Context: an optimization exercise on an open-source flow, tuned for small area, a short achievable clock period and few clock cycles. The choices shown serve that exercise and are no tape-out recipe.
Only simulation tests tie the RTL to the original design; equivalence was not proved.
Power figures rest on the tool's default switching activity, not on a simulated workload.

**flow/config.mk**
```make
export PLATFORM = sky130hd
export DESIGN_NAME = batCpu
export DESIGN_NICKNAME = batCpu
export VERILOG_FILES = /design/flow/design.v
export SDC_FILE = /design/flow/constraint.sdc
export NUM_CORES = 4
export LEC_CHECK = 0
export CAP_MARGIN = 20
export CORE_MARGIN = 2
export CORE_UTILIZATION = 55
export SLEW_MARGIN = 20
export SYNTH_MEMORY_MAX_BITS = 8192
```
**flow/design.v**
```verilog
package batPkg;
	localparam int DATA_W = 8;
	localparam int ADDR_W = 8;
	localparam int WORD_W = 16;
	localparam int MEM_DEPTH = 256;
	localparam int NUM_REGS = 8;
	localparam int OUT_REG = 7;
	typedef logic [DATA_W-1:0] data_t;
	typedef logic [ADDR_W-1:0] addr_t;
	typedef logic [WORD_W-1:0] word_t;
	typedef logic [2:0] regIdx_t;
	typedef logic [4:0] aluOp_t;
	typedef logic [3:0] opcode_t;
	localparam opcode_t OP_LDI = 4'h1;
	localparam opcode_t OP_LD = 4'h2;
	localparam opcode_t OP_ST = 4'h3;
	localparam opcode_t OP_JMP = 4'h4;
	localparam opcode_t OP_JZ = 4'h5;
	localparam opcode_t OP_JNZ = 4'h6;
	localparam opcode_t OP_ALU = 4'h7;
	localparam opcode_t OP_HLT = 4'hF;
	localparam aluOp_t ALU_ADD = 5'd0;
	localparam aluOp_t ALU_SUB = 5'd1;
	localparam aluOp_t ALU_AND = 5'd2;
	localparam aluOp_t ALU_OR = 5'd3;
	localparam aluOp_t ALU_XOR = 5'd4;
	localparam aluOp_t ALU_INC = 5'd30;
	localparam aluOp_t ALU_MOV = 5'd31;
endpackage
module aluUnit (
	input batPkg::aluOp_t aluOp,
	input batPkg::data_t a,
	input batPkg::data_t b,
	output batPkg::data_t aluResult,
	output logic aluZero
);
	always_comb
	begin
		case (aluOp)
			batPkg::ALU_ADD: aluResult = a + b;
			batPkg::ALU_SUB: aluResult = a - b;
			batPkg::ALU_AND: aluResult = a & b;
			batPkg::ALU_OR: aluResult = a | b;
			batPkg::ALU_XOR: aluResult = a ^ b;
			batPkg::ALU_INC: aluResult = a + batPkg::data_t'(1);
			batPkg::ALU_MOV: aluResult = b;
			default: aluResult = a;
		endcase
	end
	assign aluZero = (aluResult == '0);
endmodule
module registerFile (
	input logic CLK,
	input logic rstN,
	input logic regWrite,
	input batPkg::regIdx_t wrSel,
	input batPkg::data_t wrData,
	input batPkg::regIdx_t aSel,
	input batPkg::regIdx_t bSel,
	input batPkg::regIdx_t cSel,
	output batPkg::data_t aData,
	output batPkg::data_t bData,
	output batPkg::data_t cData,
	output batPkg::data_t outValue
);
	batPkg::data_t regs [batPkg::NUM_REGS];
	always_ff @(posedge CLK)
	begin
		if (!rstN)
		begin
			for (int i = 0; i < batPkg::NUM_REGS; i++)
			begin
				regs[i] <= '0;
			end
		end
		else if (regWrite)
		begin
			regs[wrSel] <= wrData;
		end
	end
	assign aData = regs[aSel];
	assign bData = regs[bSel];
	assign cData = regs[cSel];
	assign outValue = regs[batPkg::OUT_REG];
endmodule
module unifiedMemory (
	input logic CLK,
	input logic memWe,
	input batPkg::addr_t wrAddr,
	input batPkg::word_t wrData,
	input batPkg::addr_t rdAddr,
	output batPkg::word_t rdData
);
	batPkg::word_t mem [batPkg::MEM_DEPTH];
	always_ff @(posedge CLK)
	begin
		if (memWe)
		begin
			mem[wrAddr] <= wrData;
		end
	end
	assign rdData = mem[rdAddr];
endmodule
module memArbiter (
	input logic CLK,
	input logic rstN,
	input logic hostReq,
	input batPkg::addr_t hostAddr,
	input batPkg::word_t hostWrData,
	input logic hostWrite,
	input batPkg::word_t memRdData,
	input logic cpuLdNext,
	output logic hostAck,
	output batPkg::word_t hostRdData,
	output logic hostGrant,
	output logic hostRdCyc,
	output logic wbPend,
	output batPkg::addr_t wbAddr,
	output batPkg::word_t wbData
);
	typedef enum logic [1:0] {H_IDLE, H_READ, H_HOLD} hState_t;
	hState_t state;
	assign hostRdCyc = (state == H_READ);
	assign hostGrant = (state == H_IDLE) && hostReq && !hostWrite && !cpuLdNext;
	always_ff @(posedge CLK)
	begin
		if (!rstN)
		begin
			state <= H_IDLE;
			hostAck <= 1'b0;
		end
		else
		begin
			case (state)
				H_IDLE:
				begin
					if (hostReq && hostWrite)
					begin
						hostAck <= 1'b1;
						state <= H_HOLD;
					end
					else if (hostGrant)
					begin
						state <= H_READ;
					end
				end
				H_READ:
				begin
					hostAck <= 1'b1;
					state <= H_HOLD;
				end
				default:
				begin
					if (!hostReq)
					begin
						hostAck <= 1'b0;
						state <= H_IDLE;
					end
				end
			endcase
		end
	end
	always_ff @(posedge CLK)
	begin
		wbPend <= rstN && (state == H_IDLE) && hostReq && hostWrite;
		if (state == H_IDLE)
		begin
			wbAddr <= hostAddr;
			wbData <= hostWrData;
		end
		if (state == H_READ)
		begin
			hostRdData <= memRdData;
		end
	end
endmodule
module microController (
	input logic CLK,
	input logic rstN,
	input logic run,
	input batPkg::word_t memRdData,
	input logic hostGrant,
	input logic hostRdCyc,
	input batPkg::addr_t hostAddr,
	input logic wbPend,
	input batPkg::data_t rdData,
	input batPkg::data_t rsData,
	input batPkg::data_t stData,
	input batPkg::data_t aluResult,
	input logic aluZero,
	output batPkg::addr_t rdAddr,
	output logic cpuLdNext,
	output logic cpuSt,
	output batPkg::addr_t stAddr,
	output batPkg::word_t stWord,
	output batPkg::regIdx_t rdSel,
	output batPkg::regIdx_t rsSel,
	output batPkg::regIdx_t stSel,
	output logic regWrite,
	output batPkg::regIdx_t regWrSel,
	output batPkg::data_t regWrData,
	output batPkg::aluOp_t aluOp,
	output logic halted
);
	typedef enum logic [1:0] {M_IDLE, M_RUN, M_HALT} mode_t;
	mode_t mode;
	batPkg::addr_t pc;
	batPkg::addr_t fa;
	batPkg::word_t ir;
	logic irValid;
	logic ldCyc;
	batPkg::regIdx_t ldRd;
	logic zeroFlag;
	batPkg::opcode_t opcode;
	batPkg::addr_t irK;
	logic isAlu;
	assign opcode = ir[15:12];
	assign irK = ir[7:0];
	assign isAlu = (opcode == batPkg::OP_ALU);
	assign aluOp = ir[11:7];
	assign rdSel = ir[5:3];
	assign rsSel = ir[2:0];
	assign stSel = ir[10:8];
	assign rdAddr = fa;
	assign halted = (mode == M_HALT);
	logic stall;
	logic exec;
	logic fetchOk;
	logic eTaken;
	logic eLd;
	logic eHlt;
	logic eStHaz;
	logic squash;
	batPkg::addr_t pcNext;
	assign stall = hostRdCyc || (wbPend && irValid && opcode == batPkg::OP_ST);
	assign exec = (mode == M_RUN) && irValid && !stall && !ldCyc;
	assign fetchOk = !stall && !ldCyc && ((mode == M_RUN) || (mode == M_IDLE && run));
	always_comb
	begin
		eTaken = 1'b0;
		case (opcode)
			batPkg::OP_JMP: eTaken = 1'b1;
			batPkg::OP_JZ: eTaken = zeroFlag;
			batPkg::OP_JNZ: eTaken = !zeroFlag;
			default: eTaken = 1'b0;
		endcase
		eTaken = eTaken && exec;
	end
	assign eLd = exec && (opcode == batPkg::OP_LD);
	assign eHlt = exec && (opcode == batPkg::OP_HLT);
	assign eStHaz = exec && (opcode == batPkg::OP_ST) && (irK == pc);
	assign squash = eTaken || eHlt || eStHaz;
	assign cpuLdNext = eLd;
	assign cpuSt = exec && (opcode == batPkg::OP_ST);
	assign stAddr = irK;
	assign stWord = {8'h00, stData};
	always_comb
	begin
		regWrite = 1'b0;
		regWrSel = rdSel;
		regWrData = aluResult;
		if (ldCyc)
		begin
			regWrite = 1'b1;
			regWrSel = ldRd;
			regWrData = memRdData[7:0];
		end
		else if (exec && opcode == batPkg::OP_LDI)
		begin
			regWrite = 1'b1;
			regWrSel = stSel;
			regWrData = irK;
		end
		else if (exec && isAlu)
		begin
			regWrite = 1'b1;
		end
	end
	always_comb
	begin
		if (eTaken)
		begin
			pcNext = irK;
		end
		else if (fetchOk && !squash)
		begin
			pcNext = pc + batPkg::addr_t'(1);
		end
		else
		begin
			pcNext = pc;
		end
	end
	always_ff @(posedge CLK)
	begin
		if (!rstN)
		begin
			mode <= M_IDLE;
			pc <= '0;
			fa <= '0;
			irValid <= 1'b0;
			ldCyc <= 1'b0;
			zeroFlag <= 1'b0;
		end
		else
		begin
			ldCyc <= eLd;
			if (exec && isAlu && aluOp != batPkg::ALU_MOV)
			begin
				zeroFlag <= aluZero;
			end
			case (mode)
				M_IDLE:
				begin
					pc <= pcNext;
					if (fetchOk)
					begin
						mode <= M_RUN;
					end
				end
				M_RUN:
				begin
					pc <= pcNext;
					if (eHlt)
					begin
						mode <= M_HALT;
						pc <= '0;
					end
				end
				default:
				begin
					if (!run)
					begin
						mode <= M_IDLE;
					end
				end
			endcase
			if (fetchOk)
			begin
				irValid <= !squash;
			end
			else if (mode != M_RUN || eHlt)
			begin
				irValid <= 1'b0;
			end
			if (hostGrant)
			begin
				fa <= hostAddr;
			end
			else if (eLd)
			begin
				fa <= irK;
			end
			else if (eHlt)
			begin
				fa <= '0;
			end
			else
			begin
				fa <= pcNext;
			end
		end
	end
	always_ff @(posedge CLK)
	begin
		if (fetchOk && !squash)
		begin
			ir <= memRdData;
		end
		if (eLd)
		begin
			ldRd <= stSel;
		end
	end
endmodule
module batCpu (
	input logic CLK,
	input logic rstN,
	input logic run,
	input logic hostReq,
	input logic [7:0] hostAddr,
	input logic [15:0] hostWrData,
	input logic hostWrite,
	output logic hostAck,
	output logic [15:0] hostRdData,
	output logic halted,
	output logic [7:0] outValue
);
	batPkg::addr_t rdAddr;
	batPkg::word_t memRdData;
	logic memWe;
	batPkg::addr_t memWrAddr;
	batPkg::word_t memWrData;
	logic hostGrant;
	logic hostRdCyc;
	logic wbPend;
	batPkg::addr_t wbAddr;
	batPkg::word_t wbData;
	logic cpuLdNext;
	logic cpuSt;
	batPkg::addr_t stAddr;
	batPkg::word_t stWord;
	batPkg::regIdx_t rdSel;
	batPkg::regIdx_t rsSel;
	batPkg::regIdx_t stSel;
	batPkg::data_t rdData;
	batPkg::data_t rsData;
	batPkg::data_t stData;
	logic regWrite;
	batPkg::regIdx_t regWrSel;
	batPkg::data_t regWrData;
	batPkg::aluOp_t aluOp;
	batPkg::data_t aluResult;
	logic aluZero;
	microController microController_i (
		.CLK(CLK),
		.rstN(rstN),
		.run(run),
		.memRdData(memRdData),
		.hostGrant(hostGrant),
		.hostRdCyc(hostRdCyc),
		.hostAddr(hostAddr),
		.wbPend(wbPend),
		.rdData(rdData),
		.rsData(rsData),
		.stData(stData),
		.aluResult(aluResult),
		.aluZero(aluZero),
		.rdAddr(rdAddr),
		.cpuLdNext(cpuLdNext),
		.cpuSt(cpuSt),
		.stAddr(stAddr),
		.stWord(stWord),
		.rdSel(rdSel),
		.rsSel(rsSel),
		.stSel(stSel),
		.regWrite(regWrite),
		.regWrSel(regWrSel),
		.regWrData(regWrData),
		.aluOp(aluOp),
		.halted(halted)
	);
	registerFile registerFile_i (
		.CLK(CLK),
		.rstN(rstN),
		.regWrite(regWrite),
		.wrSel(regWrSel),
		.wrData(regWrData),
		.aSel(rdSel),
		.bSel(rsSel),
		.cSel(stSel),
		.aData(rdData),
		.bData(rsData),
		.cData(stData),
		.outValue(outValue)
	);
	aluUnit aluUnit_i (
		.aluOp(aluOp),
		.a(rdData),
		.b(rsData),
		.aluResult(aluResult),
		.aluZero(aluZero)
	);
	memArbiter memArbiter_i (
		.CLK(CLK),
		.rstN(rstN),
		.hostReq(hostReq),
		.hostAddr(hostAddr),
		.hostWrData(hostWrData),
		.hostWrite(hostWrite),
		.memRdData(memRdData),
		.cpuLdNext(cpuLdNext),
		.hostAck(hostAck),
		.hostRdData(hostRdData),
		.hostGrant(hostGrant),
		.hostRdCyc(hostRdCyc),
		.wbPend(wbPend),
		.wbAddr(wbAddr),
		.wbData(wbData)
	);
	assign memWe = wbPend || cpuSt;
	assign memWrAddr = wbPend ? wbAddr : stAddr;
	assign memWrData = wbPend ? wbData : stWord;
	unifiedMemory unifiedMemory_i (
		.CLK(CLK),
		.memWe(memWe),
		.wrAddr(memWrAddr),
		.wrData(memWrData),
		.rdAddr(rdAddr),
		.rdData(memRdData)
	);
endmodule
```
**flow/run.sh**
```bash
#!/bin/bash
# synth_recipe.tcl (not shown) runs the flow's synth.tcl, then flattens the netlist and writes it again
# the make line also repeats each setting of config.mk as NAME=value (left out here)
make -C /OpenROAD-flow-scripts/flow DESIGN_CONFIG=/design/flow/config.mk WORK_HOME=/design/flow/orfs CLKGATE_MAP_FILE= SYNTH_SCRIPT=/design/flow/synth_recipe.tcl finish
```
**flow/constraint.sdc**
```tcl
create_clock -name core_clock -period 7.5 [get_ports {CLK}]
set_input_delay 1.5000 -clock core_clock [delete_from_list [all_inputs] [get_ports {CLK}]]
set_output_delay 1.5000 -clock core_clock [all_outputs]
set_load 0.01 [all_outputs]
```
==> reports/results.tsv <==
stage	metric	value	unit
timing	grt_setup_unrepaired	false	
hold_path	hp-class	register to register	
power_and_ir_drop	pwr-share-seq	0.479	
floorplanning	die_x	554	µm
timing	slew_headroom	0.0945	
synth	yosysWarnings	5	
layout	layout-drive-gt1-share	0.312	
routing	drtIter0Drc	11900	
floorplanning	rows	201	
timing	clock_skew	0.0366	ns
clocking	cts-resized-gates	0	
power_and_ir_drop	power.switching	16000	µW
timing	finalCritPeriodShare	0.788	
layout	fin_nets	7795	
clocking	clk_path_buf_depth	4	
timing	fmax	0.169	GHz
clocking	post_cts_buffers	0	
floorplanning	initial_core_util	0.554	
synth	synth_async_sr_flop_share	0	
clocking	ctsHoldBuffers	0	
critical_path	cp.required	8.19	ns
clocking	cts_tree	yes	
timing	hold_viol	0	
synth	synthTopCellsByArea	edfxtp_1 (76%), mux4_2 (17%), nor2_1 (0.90%)	
synth	yosysSeqAreaShare	0.767	
synth	synth_edf_count	4219	
timing	tightest_slew	1.36	ns
global_route	grt_pass1_vias	80300	
global_route	grt_usage	0.308	
critical_path	crit_path_max_fanout	67	
clocking	clock_latency	0.97	ns
floorplanning	core_area	0.300	mm²
layout	fillers	20300	
synth	yosysTopAreaCell	edfxtp_1	
global_route	grt_first_pass_wirelength	652000	µm
timing	min_period	5.91	ns
critical_path	cp.arrival	6.60	ns
power_and_ir_drop	leakage	0.0591	µW
clocking	htree_levels	5	
synth	syn_nets	7304	
power_and_ir_drop	comb_power_share	0.169	
global_route	grt_max_degree	241	
timing	setup-violations-final	0	
place	io_buffers	54	
floorplanning	dieArea	0.306	mm²
routing	drtAntennaViolNets	0	
clocking	cts_num_sinks	4253	
critical_path	worstSetupEndpointType	register	
routing	vias	81600	
synth	synth-seq-cells	4253	
routing	routedWlPerCell	38.9	µm
power_and_ir_drop	irDropWorstVdd	340	µV
synth	postSynthAreaPerCell	22.9	µm²
synth	ys_dominant_reg_cell	edfxtp_1	
timing	finalSetupTns	0	ns
synth	synth_common_cells	edfxtp_1 (4,219), mux4_2 (1,283), nor2_1 (400)	
layout	syn2layout_area_growth	13.0	%
routing	wl	470000	µm
place	dp.final_hpwl	286000	µm
synth	synth_cells	7249	
synth	synth.top_cell.area_share	0.763	
synth	synth_most_common_cell	edfxtp_1	
floorplanning	die_height	554	µm
run	drv_cap	0	
clocking	path_clk_slew	0.07	ns
timing	fin_ws	1.59	ns
global_route	grt_overflow_total	0	
routing	dr.pass1.iters	8	
clocking	cts_buffers	430	
power_and_ir_drop	sw_frac_of_total	0.266	
power_and_ir_drop	p_per_area	320	mW/mm²
power_and_ir_drop	p_clk_frac	0.353	
status	status	no timing/DRC/antenna violations	
routing	via_per_inst	6.76	
timing	drv_slew	0	
critical_path	setup.worst_path.start_class	register	
clocking	cts_root_buf	clkbuf_16	
global_route	antenna_found_initial	24	
floorplanning	io_pins	55	
synth	ys_types	84	
routing	drc_errors	0	
critical_path	critPathKind	register to register	
place	gp_congestion	0.904	
power_and_ir_drop	cellInternalPower	44100	µW
place	place_ws	1.68	ns
synth	synth_area	0.166	mm²
logic make-up after synthesis:
| logic type | synth area share |
|---|---|
| muxes | 0.182 |
| adders and majority gates | 0.00200 |
| AOI/OAI and AO/OA | 0.0142 |
| buffers and inverters | 0.0132 |
| xor gates and xnor gates | 0.00137 |
| DFF | 0.767 |
| and+or+nand+nor | 0.0203 |
power by group through the flow:
stage                     registers [µW]  clock network, µW  logic, µW
after floorplan                    29400                  0       6270
after global placement             29200                  0       9850
after detailed placement           29200                  0      10100
after CTS                          28700              21400      10100
after global routing               28700              22400      10600
final                              28700              21200      10100
cell usage in the layout, fill, tap and decap left out, drive strengths merged, types with 13 or more instances in the layout:
master	count
and2	27
mux2	19
nand3	19
nor2b	23
ha	25
inv	44
a21oi	62
clkdlybuf4s50	54
xor2	13
edfxtp	4219
mux4	1283
buf	404
nor3	29
a22oi	67
clkbuf	512
nor2	400
o22ai	28
nor4	13
xnor2	13
clkinv	212
nand2	176
dfxtp	34
a211oi	15
mux2i	109
clkinvlp	17
nand2b	14
o21ai	43
bufinv	43
cell type report:
| cell class | instances | area (µm²) | share of cell area |
|---|---|---|---|
| Sequential cell | 4253 | 127000 | 0.679 |
| Multi-Input combinational cell | 2562 | 37200 | 0.198 |
| Clock buffer | 512 | 11200 | 0.0597 |
| Tap cell | 3958 | 4950 | 0.0264 |
| Timing Repair Buffer | 458 | 4050 | 0.0216 |
| Clock inverter | 281 | 2660 | 0.0142 |
| Inverter | 35 | 146 | 0.000780 |
| Antenna cell | 9 | 22.5 | 0.000120 |
through the flow:
step,cell area (µm²),hold slack [ns],utilization,cells,total power [µW]
final,188000,0.547,0.625,12100,60000
after global placement,174000,0.531,0.579,11300,39100
after floorplan,166000,0.470,-,7249,35700
after CTS,188000,0.550,0.625,12100,60200
after detailed placement,174000,0.541,0.579,11300,39300
after global routing,188000,0.575,0.625,12100,61700
final timing paths:
kind	start	endpoint	slack [ns]	cells after the start
worst min-delay path	microController_i.mode[1]$_SDFFE_PN0P_	microController_i.mode[1]$_SDFFE_PN0P_	0.55	2
worst max register to register	register	registerFile_i.regs[0][0]$_SDFFCE_PN0P_	1.59	10
worst max-delay path	register	registerFile_i.regs[0][0]$_SDFFCE_PN0P_	1.59	10
worst min register to register	microController_i.mode[1]$_SDFFE_PN0P_	microController_i.mode[1]$_SDFFE_PN0P_	0.55	2
routing by layer:
layer  up-vias  global-route usage  routed length, µm
met5         -                   0                 49
met4         8              0.0974              16900
met3       649              0.0574              42800
met2      4331               0.487             226000
met1     44700               0.442             184000
li1      32000                   -                  -
state kept, by name, summed over array words and instances (netlist names), 3 cells and up, named ones only:
register and flops:
microController_i.ldRd 3, memArbiter_i.wbAddr 8, unifiedMemory_i.mem 4096, microController_i.ir 16, memArbiter_i.wbData 16, microController_i.pc 8, registerFile_i.regs 64, memArbiter_i.hostRdData 16
worst max-delay path: stages, from the launching register on:
cell and delay (ns):
dfxtp_4 0.91, buf_12 0.54, mux4_2 0.59, mux4_2 0.45, mux2i_1 0.47, nor3_1 0.16
nor4_1 1.02, a21oi_1 0.38, buf_4 0.26, nand2b_1 0.27, and3b_1 0.27
Testbench counts, summed over its fixed seeds: cycles 34,343.

## port drivers added, routing unchanged
Ports are ideal in the flow. The routed layout listed here was re-timed in OpenROAD. Step 1 sets driving cells, clkbuf_16 on the clock port and buf_2 on the other inputs (assumed; they add their load-dependent delay and slew). Step 2 adds t to the input delays and takes it off the output delays; t is the mean of the earliest and latest rising clock arrival at the registers after step 1. Input paths then give back, and output paths get back, about the clock's delay inside the block. a / b / c = ideal / step 1 / step 2; a / b = the first two.
shift t [ns]: 1.053
setup slack, ns: 1.587 / 1.587 / 1.587
slew at the worst register clock pin (ns): 0.07 / 0.07
After both steps this run still meets setup and hold. For this run, drivers alone change the setup slack by 0.000 ns; drivers and shift together by 0.000 ns.
